Context: an optimization exercise on an open-source flow, tuned for small area, a short achievable clock period and few clock cycles per item. The choices shown serve that exercise and are no tape-out recipe.
Function was checked by simulation only, so behaviour that the tests miss may differ from the original.
Power and IR drop assume default switching activity.

// task_priority_queue
module task_priority_queue
#(
	parameter int QUEUE_DEPTH = 16
) (
	input  wire logic        clk,
	input  wire logic        arst_n,
	input  wire logic        req_valid,
	output      logic        req_ready,
	input  wire logic        req_operation,
	input  wire logic [7:0]  req_priority_req,
	input  wire logic [15:0] req_arrive_tick,
	input  wire logic [15:0] req_run_cycles,
	input  wire logic [7:0]  req_owner_tag,
	output      logic        rsp_valid,
	input  wire logic        rsp_ready,
	output      logic [1:0]  rsp_status,
	output      logic        rsp_task_valid,
	output      logic [7:0]  rsp_out_priority,
	output      logic [15:0] rsp_out_arrive_tick,
	output      logic [15:0] rsp_out_run_cycles,
	output      logic [7:0]  rsp_out_owner_tag,
	output      logic [4:0]  rsp_occupancy
);
For scale: about 3300 cells after synthesis, about 960 flip-flops, about 110 I/O pins, ~0.043 mm² of cells after synthesis.
==> module tpq_cell, before the edit <==
module tpq_cell (
	input  wire logic            clk,
	input  wire logic            we,
	input  wire tpq_pkg::entry_t new_entry,
	output tpq_pkg::entry_t      slot_q,
	output logic                 ahead
);
	logic [23:0] ks, kn;
	assign ks = {slot_q.prio, ~slot_q.arrival};
	assign kn = {new_entry.prio, ~new_entry.arrival};
	logic [23:0] g0, l0;
	assign g0 = ks & ~kn;
	assign l0 = ~ks & kn;
	logic [11:0] g1, l1;
	logic [5:0]  g2, l2;
	logic [2:0]  g3, l3;
	always_comb begin
		for (int k = 0; k < 12; k++) begin
			g1[k] = g0[2*k+1] | (!l0[2*k+1] & g0[2*k]);
			l1[k] = l0[2*k+1] | (!g0[2*k+1] & l0[2*k]);
		end
		for (int k = 0; k < 6; k++) begin
			g2[k] = g1[2*k+1] | (!l1[2*k+1] & g1[2*k]);
			l2[k] = l1[2*k+1] | (!g1[2*k+1] & l1[2*k]);
		end
		for (int k = 0; k < 3; k++) begin
			g3[k] = g2[2*k+1] | (!l2[2*k+1] & g2[2*k]);
			l3[k] = l2[2*k+1] | (!g2[2*k+1] & l2[2*k]);
		end
		ahead = g3[2] | (!l3[2] & (g3[1] | (!l3[1] & g3[0])));
	end
	always_ff @(posedge clk) begin
		if (we) begin
			slot_q <= new_entry;
		end
	end
endmodule
==> module task_priority_queue, before the edit <==
module task_priority_queue
#(
	parameter int QUEUE_DEPTH = 16
) (
	input  wire logic        clk,
	input  wire logic        arst_n,
	input  wire logic        req_valid,
	output      logic        req_ready,
	input  wire logic        req_operation,
	input  wire logic [7:0]  req_priority_req,
	input  wire logic [15:0] req_arrive_tick,
	input  wire logic [15:0] req_run_cycles,
	input  wire logic [7:0]  req_owner_tag,
	output      logic        rsp_valid,
	input  wire logic        rsp_ready,
	output      logic [1:0]  rsp_status,
	output      logic        rsp_task_valid,
	output      logic [7:0]  rsp_out_priority,
	output      logic [15:0] rsp_out_arrive_tick,
	output      logic [15:0] rsp_out_run_cycles,
	output      logic [7:0]  rsp_out_owner_tag,
	output      logic [4:0]  rsp_occupancy
);
	localparam int N  = QUEUE_DEPTH;
	localparam int CW = $clog2(QUEUE_DEPTH + 1);
	logic [CW-1:0]   count_q;
	logic [N-1:0]    valid_q;
	logic [N*48-1:0] slot_v;       
	logic [N-1:0]    ahead;        
	logic [N-1:0][N-1:0] bef_q;   
	logic [N-1:0]    head;         
	logic [N-1:0]    free_oh;      
	logic [N-1:0]    we;
	logic            ovalid_q;
	tpq_pkg::status_t status_q;
	logic            tvalid_q;
	tpq_pkg::entry_t oentry_q;
	tpq_pkg::entry_t head_entry;
	logic            fire, is_full, is_empty, enq, deq;
	tpq_pkg::entry_t new_entry;
	assign req_ready = !ovalid_q || rsp_ready;
	assign fire      = req_valid && req_ready;
	assign is_full   = (count_q == CW'(N));
	assign is_empty  = (count_q == '0);
	assign enq       = fire && (tpq_pkg::op_t'(req_operation) == tpq_pkg::OP_ENQ) && !is_full;
	assign deq       = fire && (tpq_pkg::op_t'(req_operation) == tpq_pkg::OP_DEQ) && !is_empty;
	assign new_entry.prio    = req_priority_req;
	assign new_entry.arrival = req_arrive_tick;
	assign new_entry.service = req_run_cycles;
	assign new_entry.dev     = req_owner_tag;
	always_comb begin
		logic seen;
		seen = 1'b0;
		for (int i = 0; i < N; i++) begin
			free_oh[i] = !valid_q[i] && !seen;
			seen = seen || !valid_q[i];
		end
	end
	assign we = enq ? free_oh : '0;
	for (genvar i = 0; i < N; i++) begin : g_cell
		tpq_cell u_cell (
			.clk       (clk),
			.we        (we[i]),
			.new_entry (new_entry),
			.slot_q    (slot_v[i*48 +: 48]),
			.ahead     (ahead[i])
		);
	end
	always_comb begin
		for (int i = 0; i < N; i++) begin
			head[i] = valid_q[i];
			for (int j = 0; j < N; j++) begin
				if (j < i) head[i] = head[i] && (!valid_q[j] || !bef_q[j][i]);
				if (j > i) head[i] = head[i] && (!valid_q[j] || bef_q[i][j]);
			end
		end
	end
	always_ff @(posedge clk) begin
		for (int i = 0; i < N; i++) begin
			for (int j = i + 1; j < N; j++) begin
				if (we[i]) begin
					bef_q[i][j] <= !ahead[j];
				end else if (we[j]) begin
					bef_q[i][j] <= ahead[i];
				end
			end
		end
	end
	always_ff @(posedge clk or negedge arst_n) begin
		if (!arst_n) begin
			count_q  <= '0;
			valid_q  <= '0;
			ovalid_q <= 1'b0;
		end else begin
			if (enq) begin
				count_q <= count_q + CW'(1);
				valid_q <= valid_q | free_oh;
			end else if (deq) begin
				count_q <= count_q - CW'(1);
				valid_q <= valid_q & ~head;
			end
			if (fire) begin
				ovalid_q <= 1'b1;
			end else if (rsp_ready) begin
				ovalid_q <= 1'b0;
			end
		end
	end
	always_ff @(posedge clk) begin
		if (fire) begin
			tvalid_q <= deq;
			oentry_q <= deq ? head_entry : '0;
			if (enq || deq) begin
				status_q <= tpq_pkg::ST_OK;
			end else if (tpq_pkg::op_t'(req_operation) == tpq_pkg::OP_ENQ) begin
				status_q <= tpq_pkg::ST_FULL;
			end else begin
				status_q <= tpq_pkg::ST_EMPTY;
			end
		end
	end
	always_comb begin
		head_entry = '0;
		for (int i = 0; i < N; i++) begin
			head_entry = head_entry | (slot_v[i*48 +: 48] & {48{head[i]}});
		end
	end
	assign rsp_valid           = ovalid_q;
	assign rsp_status          = status_q;
	assign rsp_task_valid      = tvalid_q;
	assign rsp_out_priority    = oentry_q.prio;
	assign rsp_out_arrive_tick = oentry_q.arrival;
	assign rsp_out_run_cycles  = oentry_q.service;
	assign rsp_out_owner_tag   = oentry_q.dev;
	assign rsp_occupancy       = count_q;
endmodule
Settings: LEC_CHECK=0, CAP_MARGIN=20, CORE_MARGIN=2, CORE_UTILIZATION=40, SLEW_MARGIN=20; clock period 3.7 ns.
run.sh (not shown) runs the stock make flow with config.mk's settings and CLKGATE_MAP_FILE= SYNTH_SCRIPT=/design/flow/synth_recipe.tcl, a recipe that flattens the netlist after the stock synthesis.
The baseline ran to the end with no violations.
Testbench counts at the start, summed over its fixed seeds: cycles 12,008, items 12,000.
Next try:
--- a/flow/design.v
+++ b/flow/design.v
@@ -28,32 +28,10 @@
 	input  wire tpq_pkg::entry_t new_entry,
 	output tpq_pkg::entry_t      slot_q,
 	output logic                 ahead
 );
-	logic [23:0] ks, kn;
-	assign ks = {slot_q.prio, ~slot_q.arrival};
-	assign kn = {new_entry.prio, ~new_entry.arrival};
-	logic [23:0] g0, l0;
-	assign g0 = ks & ~kn;
-	assign l0 = ~ks & kn;
-	logic [11:0] g1, l1;
-	logic [5:0]  g2, l2;
-	logic [2:0]  g3, l3;
-	always_comb begin
-		for (int k = 0; k < 12; k++) begin
-			g1[k] = g0[2*k+1] | (!l0[2*k+1] & g0[2*k]);
-			l1[k] = l0[2*k+1] | (!g0[2*k+1] & l0[2*k]);
-		end
-		for (int k = 0; k < 6; k++) begin
-			g2[k] = g1[2*k+1] | (!l1[2*k+1] & g1[2*k]);
-			l2[k] = l1[2*k+1] | (!g1[2*k+1] & l1[2*k]);
-		end
-		for (int k = 0; k < 3; k++) begin
-			g3[k] = g2[2*k+1] | (!l2[2*k+1] & g2[2*k]);
-			l3[k] = l2[2*k+1] | (!g2[2*k+1] & l2[2*k]);
-		end
-		ahead = g3[2] | (!l3[2] & (g3[1] | (!l3[1] & g3[0])));
-	end
+	assign ahead = (slot_q.prio > new_entry.prio) ||
+		((slot_q.prio == new_entry.prio) && (slot_q.arrival < new_entry.arrival));
 	always_ff @(posedge clk) begin
 		if (we) begin
 			slot_q <= new_entry;
 		end
@@ -96,10 +74,9 @@
 	logic [N-1:0]    we;
 	logic            ovalid_q;
 	tpq_pkg::status_t status_q;
 	logic            tvalid_q;
-	tpq_pkg::entry_t oentry_q;
-	tpq_pkg::entry_t head_entry;
+	logic [N-1:0]    osel_q;
 	logic            fire, is_full, is_empty, enq, deq;
 	tpq_pkg::entry_t new_entry;
 	assign req_ready = !ovalid_q || rsp_ready;
 	assign fire      = req_valid && req_ready;
@@ -171,9 +148,9 @@
 	end
 	always_ff @(posedge clk) begin
 		if (fire) begin
 			tvalid_q <= deq;
-			oentry_q <= deq ? head_entry : '0;
+			osel_q   <= deq ? head : '0;
 			if (enq || deq) begin
 				status_q <= tpq_pkg::ST_OK;
 			end else if (tpq_pkg::op_t'(req_operation) == tpq_pkg::OP_ENQ) begin
 				status_q <= tpq_pkg::ST_FULL;
@@ -181,20 +158,21 @@
 				status_q <= tpq_pkg::ST_EMPTY;
 			end
 		end
 	end
+	tpq_pkg::entry_t oentry;
 	always_comb begin
-		head_entry = '0;
+		oentry = '0;
 		for (int i = 0; i < N; i++) begin
-			head_entry = head_entry | (slot_v[i*48 +: 48] & {48{head[i]}});
+			oentry = oentry | (slot_v[i*48 +: 48] & {48{osel_q[i]}});
 		end
 	end
 	assign rsp_valid           = ovalid_q;
 	assign rsp_status          = status_q;
 	assign rsp_task_valid      = tvalid_q;
-	assign rsp_out_priority    = oentry_q.prio;
-	assign rsp_out_arrive_tick = oentry_q.arrival;
-	assign rsp_out_run_cycles  = oentry_q.service;
-	assign rsp_out_owner_tag   = oentry_q.dev;
+	assign rsp_out_priority    = oentry.prio;
+	assign rsp_out_arrive_tick = oentry.arrival;
+	assign rsp_out_run_cycles  = oentry.service;
+	assign rsp_out_owner_tag   = oentry.dev;
 	assign rsp_occupancy       = count_q;
 endmodule
 `default_nettype wire
Now the flow finished but failed the layout checks on negative setup slack.
Design area is lower by 2.6%.
Sequential power is lower by about 10%.
Setup slack degrades by 0.12 ns.
Utilization is lower by 1.2 points.
Synthesized cell count is lower by 8.3%.
Routed wire length is lower by 8.6%.
Combinational power is lower by 59%.
Hold slack improves by 0.042 ns.
Non-clock buffer count is lower by 150.
Cell count is lower by 6.7%.
Die area barely changes.
Testbench counts after the change, summed over its fixed seeds: cycles 12,008, items 12,000.

v6:
The RTL this note starts from:
==> flow/design.v <==
`default_nettype none
package tpq_pkg;
	typedef enum logic {
		OP_ENQ = 1'b0,
		OP_DEQ = 1'b1
	} op_t;
	typedef enum logic [1:0] {
		ST_OK    = 2'd0,
		ST_FULL  = 2'd1,
		ST_EMPTY = 2'd2
	} status_t;
	typedef struct packed {
		logic [7:0]  prio;
		logic [15:0] arrival;
		logic [15:0] service;
		logic [7:0]  dev;
	} entry_t;
	typedef struct packed {
		logic enq;
		logic deq;
	} ctrl_t;
endpackage
`default_nettype wire
`default_nettype none
module tpq_cell (
	input  wire logic            clk,
	input  wire logic            we,
	input  wire tpq_pkg::entry_t new_entry,
	input  wire logic [23:0]     new_key_x,  
	output tpq_pkg::entry_t      slot_q,
	output logic                 ahead
);
	tpq_cmp u_cmp (
		.sp (slot_q.prio),
		.sa (slot_q.arrival),
		.xp (new_key_x[23:16]),
		.xa (new_key_x[15:0]),
		.gt (ahead)
	);
	always_ff @(posedge clk) begin
		if (we) begin
			slot_q <= new_entry;
		end
	end
endmodule
module tpq_cmp (
	input  wire logic [7:0]  sp,
	input  wire logic [15:0] sa,
	input  wire logic [7:0]  xp,
	input  wire logic [15:0] xa,
	output logic             gt
);
	logic [23:0] g0, p0;
	logic [11:0] g1, p1;
	logic [5:0]  g2, p2;
	logic [2:0]  g3, p3;
	assign g0 = {sp & xp, ~(sa | xa)};
	assign p0 = {sp | xp, ~(sa & xa)};
	always_comb begin
		for (int k = 0; k < 12; k++) begin
			g1[k] = g0[2*k+1] | (p0[2*k+1] & g0[2*k]);
			p1[k] = p0[2*k+1] & p0[2*k];
		end
		for (int k = 0; k < 6; k++) begin
			g2[k] = g1[2*k+1] | (p1[2*k+1] & g1[2*k]);
			p2[k] = p1[2*k+1] & p1[2*k];
		end
		for (int k = 0; k < 3; k++) begin
			g3[k] = g2[2*k+1] | (p2[2*k+1] & g2[2*k]);
			p3[k] = p2[2*k+1] & p2[2*k];
		end
	end
	assign gt = g3[2] | (p3[2] & (g3[1] | (p3[1] & g3[0])));
endmodule
module tpq_head (
	input  wire logic [15:0]          valid,
	input  wire logic [15:0][15:0]    bef,         
	input  wire logic [15:0]          pend,        
	input  wire logic [15:0]          pend_ahead,  
	output logic      [15:0]          head
);
	localparam int N = 16;
	logic [N-1:0] skip;       
	logic         pend_best;  
	assign skip      = ~valid | pend;
	assign pend_best = !(|(pend_ahead & valid & ~pend));
	always_comb begin
		for (int i = 0; i < N; i++) begin
			head[i] = valid[i];
			for (int j = 0; j < N; j++) begin
				if (j < i) head[i] = head[i] && (skip[j] || !bef[j][i]);
				if (j > i) head[i] = head[i] && (skip[j] || bef[i][j]);
			end
			if (pend[i]) begin
				head[i] = valid[i] && pend_best;
			end else begin
				head[i] = head[i] && pend_ahead[i];
			end
		end
	end
endmodule
module tpq_omux (
	input  wire logic [16*48-1:0] slots,  
	input  wire logic [15:0]      sel,
	output logic      [47:0]      entry
);
	always_comb begin
		entry = '0;
		for (int i = 0; i < 16; i++) begin
			entry = entry | (slots[i*48 +: 48] & {48{sel[i]}});
		end
	end
endmodule
`default_nettype wire
`default_nettype none
module task_priority_queue
#(
	parameter int QUEUE_DEPTH = 16
) (
	input  wire logic        clk,
	input  wire logic        arst_n,
	input  wire logic        req_valid,
	output      logic        req_ready,
	input  wire logic        req_operation,
	input  wire logic [7:0]  req_priority_req,
	input  wire logic [15:0] req_arrive_tick,
	input  wire logic [15:0] req_run_cycles,
	input  wire logic [7:0]  req_owner_tag,
	output      logic        rsp_valid,
	input  wire logic        rsp_ready,
	output      logic [1:0]  rsp_status,
	output      logic        rsp_task_valid,
	output      logic [7:0]  rsp_out_priority,
	output      logic [15:0] rsp_out_arrive_tick,
	output      logic [15:0] rsp_out_run_cycles,
	output      logic [7:0]  rsp_out_owner_tag,
	output      logic [4:0]  rsp_occupancy
);
	localparam int N  = QUEUE_DEPTH;
	localparam int CW = $clog2(QUEUE_DEPTH + 1);
	logic [CW-1:0]   count_q;
	logic [N-1:0]    valid_q;
	logic [N-1:0]    alloc_q;      
	logic [N*48-1:0] slot_v;       
	logic [N-1:0]    ahead;        
	logic [N-1:0][N-1:0] bef_q;    
	logic [N-1:0]    head;         
	logic [N-1:0]    we;
	logic [N-1:0]    valid_next;
	logic [N-1:0]    alloc_next;
	logic [N-1:0]    pend_q;         
	logic [N-1:0]    pend_ahead_q;   
	logic            res_v_q;
	tpq_pkg::status_t res_status_q;
	logic            res_tvalid_q;
	logic [CW-1:0]   res_occ_q;
	logic [N-1:0]    res_sel_q;    
	logic            ovalid_q;
	tpq_pkg::status_t status_q;
	logic            tvalid_q;
	logic [CW-1:0]   occ_q;
	tpq_pkg::entry_t oentry_q;
	tpq_pkg::entry_t sel_entry;
	logic            adv, fire, is_full, is_empty, enq, deq;
	logic [CW-1:0]   count_next;
	tpq_pkg::entry_t new_entry;
	logic [23:0]     new_key_x;
	assign adv       = !ovalid_q || rsp_ready;
	assign req_ready = !res_v_q || adv;
	assign fire      = req_valid && req_ready;
	assign is_full   = count_q[CW-1];
	assign is_empty  = (count_q == '0);
	assign enq       = fire && (tpq_pkg::op_t'(req_operation) == tpq_pkg::OP_ENQ) && !is_full;
	assign deq       = fire && (tpq_pkg::op_t'(req_operation) == tpq_pkg::OP_DEQ) && !is_empty;
	assign new_entry.prio    = req_priority_req;
	assign new_entry.arrival = req_arrive_tick;
	assign new_entry.service = req_run_cycles;
	assign new_entry.dev     = req_owner_tag;
	assign new_key_x = ~{req_priority_req, req_arrive_tick};
	assign we = enq ? alloc_q : '0;
	for (genvar i = 0; i < N; i++) begin : g_cell
		tpq_cell u_cell (
			.clk       (clk),
			.we        (we[i]),
			.new_entry (new_entry),
			.new_key_x (new_key_x),
			.slot_q    (slot_v[i*48 +: 48]),
			.ahead     (ahead[i])
		);
	end
	tpq_head u_head (
		.valid      (valid_q),
		.bef        (bef_q),
		.pend       (pend_q),
		.pend_ahead (pend_ahead_q),
		.head       (head)
	);
	always_comb begin
		valid_next = valid_q;
		count_next = count_q;
		if (enq) begin
			valid_next = valid_q | alloc_q;
			count_next = count_q + CW'(1);
		end else if (deq) begin
			valid_next = valid_q & ~head;
			count_next = count_q - CW'(1);
		end
	end
	logic [N-1:0] alloc_enq;
	always_comb begin
		logic seen;
		seen = 1'b0;
		for (int i = 0; i < N; i++) begin
			alloc_enq[i] = !(valid_q[i] || alloc_q[i]) && !seen;
			seen = seen || !(valid_q[i] || alloc_q[i]);
		end
	end
	always_comb begin
		alloc_next = alloc_q;
		if (enq) begin
			alloc_next = alloc_enq;
		end else if (deq && is_full) begin
			alloc_next = head;
		end
	end
	always_ff @(posedge clk) begin
		for (int i = 0; i < N; i++) begin
			for (int j = i + 1; j < N; j++) begin
				if (pend_q[i] || pend_q[j]) begin
					bef_q[i][j] <= pend_q[i] ? !pend_ahead_q[j] : pend_ahead_q[i];
				end
			end
		end
	end
	always_ff @(posedge clk) begin
		pend_ahead_q <= enq ? ahead : '1;
	end
	always_ff @(posedge clk or negedge arst_n) begin
		if (!arst_n) begin
			count_q  <= '0;
			valid_q  <= '0;
			alloc_q  <= N'(1);
			pend_q   <= '0;
			res_v_q  <= 1'b0;
			ovalid_q <= 1'b0;
		end else begin
			count_q  <= count_next;
			valid_q  <= valid_next;
			alloc_q  <= alloc_next;
			pend_q   <= enq ? alloc_q : '0;
			if (fire) begin
				res_v_q <= 1'b1;
			end else if (adv) begin
				res_v_q <= 1'b0;
			end
			if (adv) begin
				ovalid_q <= res_v_q;
			end
		end
	end
	always_ff @(posedge clk) begin
		if (fire) begin
			res_tvalid_q <= deq;
			res_sel_q    <= deq ? head : '0;
			res_occ_q    <= count_next;
			if (enq || deq) begin
				res_status_q <= tpq_pkg::ST_OK;
			end else if (tpq_pkg::op_t'(req_operation) == tpq_pkg::OP_ENQ) begin
				res_status_q <= tpq_pkg::ST_FULL;
			end else begin
				res_status_q <= tpq_pkg::ST_EMPTY;
			end
		end
	end
	tpq_omux u_omux (
		.slots (slot_v),
		.sel   (res_sel_q),
		.entry (sel_entry)
	);
	always_ff @(posedge clk) begin
		if (adv && res_v_q) begin
			status_q <= res_status_q;
			tvalid_q <= res_tvalid_q;
			occ_q    <= res_occ_q;
			oentry_q <= sel_entry;
		end
	end
	assign rsp_valid           = ovalid_q;
	assign rsp_status          = status_q;
	assign rsp_task_valid      = tvalid_q;
	assign rsp_out_priority    = oentry_q.prio;
	assign rsp_out_arrive_tick = oentry_q.arrival;
	assign rsp_out_run_cycles  = oentry_q.service;
	assign rsp_out_owner_tag   = oentry_q.dev;
	assign rsp_occupancy       = occ_q;
endmodule
`default_nettype wire
Settings: LEC_CHECK=0, CAP_MARGIN=20, CORE_MARGIN=2, CORE_UTILIZATION=40, CTS_CLUSTER_DIAMETER=90, CTS_CLUSTER_SIZE=22, SETUP_SLACK_MARGIN=1.5, SLEW_MARGIN=20, SYNTH_HIERARCHICAL=1, SYNTH_MINIMUM_KEEP_SIZE=0; clock period 3.7 ns.
v6 completed every stage of the flow, and the final layout passed the timing, DRC and antenna checks.
Testbench counts of v6, summed over its fixed seeds: cycles 12,016, items 12,000.
Here is what was changed in the inputs of v7 compared with v6.
--- a/flow/design.v
+++ b/flow/design.v
@@ -26,17 +26,21 @@
 	input  wire logic            clk,
 	input  wire logic            we,
 	input  wire tpq_pkg::entry_t new_entry,
 	input  wire logic [23:0]     new_key_x,  
+	input  wire logic            valid,
+	input  wire logic            enq,
 	output tpq_pkg::entry_t      slot_q,
 	output logic                 ahead
 );
 	tpq_cmp u_cmp (
-		.sp (slot_q.prio),
-		.sa (slot_q.arrival),
-		.xp (new_key_x[23:16]),
-		.xa (new_key_x[15:0]),
-		.gt (ahead)
+		.sp    (slot_q.prio),
+		.sa    (slot_q.arrival),
+		.xp    (new_key_x[23:16]),
+		.xa    (new_key_x[15:0]),
+		.en    (valid),
+		.force1(!enq),
+		.gt    (ahead)
 	);
 	always_ff @(posedge clk) begin
 		if (we) begin
 			slot_q <= new_entry;
@@ -47,8 +51,10 @@
 	input  wire logic [7:0]  sp,
 	input  wire logic [15:0] sa,
 	input  wire logic [7:0]  xp,
 	input  wire logic [15:0] xa,
+	input  wire logic        en,
+	input  wire logic        force1,
 	output logic             gt
 );
 	logic [23:0] g0, p0;
 	logic [11:0] g1, p1;
@@ -69,9 +75,9 @@
 			g3[k] = g2[2*k+1] | (p2[2*k+1] & g2[2*k]);
 			p3[k] = p2[2*k+1] & p2[2*k];
 		end
 	end
-	assign gt = g3[2] | (p3[2] & (g3[1] | (p3[1] & g3[0])));
+	assign gt = force1 | (en & (g3[2] | (p3[2] & (g3[1] | (p3[1] & g3[0])))));
 endmodule
 module tpq_head (
 	input  wire logic [15:0]          valid,
 	input  wire logic [15:0][15:0]    bef,         
@@ -82,9 +88,9 @@
 	localparam int N = 16;
 	logic [N-1:0] skip;       
 	logic         pend_best;  
 	assign skip      = ~valid | pend;
-	assign pend_best = !(|(pend_ahead & valid & ~pend));
+	assign pend_best = !(|pend_ahead);
 	always_comb begin
 		for (int i = 0; i < N; i++) begin
 			head[i] = valid[i];
 			for (int j = 0; j < N; j++) begin
@@ -95,20 +101,8 @@
 				head[i] = valid[i] && pend_best;
 			end else begin
 				head[i] = head[i] && pend_ahead[i];
 			end
-		end
-	end
-endmodule
-module tpq_omux (
-	input  wire logic [16*48-1:0] slots,  
-	input  wire logic [15:0]      sel,
-	output logic      [47:0]      entry
-);
-	always_comb begin
-		entry = '0;
-		for (int i = 0; i < 16; i++) begin
-			entry = entry | (slots[i*48 +: 48] & {48{sel[i]}});
 		end
 	end
 endmodule
 `default_nettype wire
@@ -147,9 +141,10 @@
 	logic [N-1:0]    head;         
 	logic [N-1:0]    we;
 	logic [N-1:0]    valid_next;
 	logic [N-1:0]    alloc_next;
-	logic [N-1:0]    pend_q;         
+	logic [N-1:0]    pend_n_q;       
+	logic [N-1:0]    pend_q;
 	logic [N-1:0]    pend_ahead_q;   
 	logic            res_v_q;
 	tpq_pkg::status_t res_status_q;
 	logic            res_tvalid_q;
@@ -183,8 +178,10 @@
 			.clk       (clk),
 			.we        (we[i]),
 			.new_entry (new_entry),
 			.new_key_x (new_key_x),
+			.valid     (valid_q[i]),
+			.enq       (enq),
 			.slot_q    (slot_v[i*48 +: 48]),
 			.ahead     (ahead[i])
 		);
 	end
@@ -232,23 +229,23 @@
 			end
 		end
 	end
 	always_ff @(posedge clk) begin
-		pend_ahead_q <= enq ? ahead : '1;
-	end
+		pend_ahead_q <= ahead;
+		pend_n_q     <= enq ? ~alloc_q : '1;
+	end
+	assign pend_q = ~pend_n_q;
 	always_ff @(posedge clk or negedge arst_n) begin
 		if (!arst_n) begin
 			count_q  <= '0;
 			valid_q  <= '0;
 			alloc_q  <= N'(1);
-			pend_q   <= '0;
 			res_v_q  <= 1'b0;
 			ovalid_q <= 1'b0;
 		end else begin
 			count_q  <= count_next;
 			valid_q  <= valid_next;
 			alloc_q  <= alloc_next;
-			pend_q   <= enq ? alloc_q : '0;
 			if (fire) begin
 				res_v_q <= 1'b1;
 			end else if (adv) begin
 				res_v_q <= 1'b0;
@@ -271,13 +268,14 @@
 				res_status_q <= tpq_pkg::ST_EMPTY;
 			end
 		end
 	end
-	tpq_omux u_omux (
-		.slots (slot_v),
-		.sel   (res_sel_q),
-		.entry (sel_entry)
-	);
+	always_comb begin
+		sel_entry = '0;
+		for (int i = 0; i < N; i++) begin
+			sel_entry = sel_entry | (slot_v[i*48 +: 48] & {48{res_sel_q[i]}});
+		end
+	end
 	always_ff @(posedge clk) begin
 		if (adv && res_v_q) begin
 			status_q <= res_status_q;
 			tvalid_q <= res_tvalid_q;
Notes after the runs:
Via count of the first global-routing pass of v7 exceeds that of v6 by a few percent. Vias: v7 above v6. v6 -> v7: total number of placement rows decreased slightly. v7: combined buffer and inverter count along the critical path higher than v6. Starting utilization of the core area came out higher on v7 than on v6. v6 and v7 ended up with nearly the same synthesized netlist cell count. Leakage power of the design in v7 vs v6: down about 1.2%. Summary: global-route wire length before repair, v7 worse than v6. On proportion of cell area occupied by multi-input gates: between v6 and v7, it ends up lower for v7. v7 ends up with a final cell count that is 51 lower than in v6.
Testbench counts of v7, summed over its fixed seeds: cycles 12,016, items 12,000.

==> separate check: timing with driven ports <==
In the flow no input, the clock included, has a driving cell. The finished layouts below were timed again as built, in two steps. Step 1 assumes that a clkbuf_16 drives the clock port and a buf_2 every other input. Step 2 moves the port delays by t, midway between the first and last clock arrival at a register: inputs arrive t later, outputs are due t later. That takes back most of the time a late clock gives input paths. Slacks: ideal / step 1 / step 2; pairs: ideal / step 1.
run	t, ns	setup slack, ns	hold slack, ns	worst setup path after step 2	cell pins on the clock port's net
the first run of note 1	0.780	0.112 / 0.112 / -0.616	0.399 / 0.353 / 0.550	input to register	1
the second run of note 1	0.764	-0.007 / -0.081 / -0.615	0.441 / 0.393 / 0.561	input to register	1
v6	0.760	1.386 / 1.381 / 0.749	0.132 / 0.124 / 0.428	input to register	1
v7	0.763	1.384 / 1.381 / 0.663	0.047 / 0.003 / 0.388	input to register	1
Met with ideal ports but missed after step 2: setup timing in the first run of note 1. The setup slack of the first run of note 1, which loses most, moves by 0.000 ns with the drivers and by -0.728 ns with both steps.
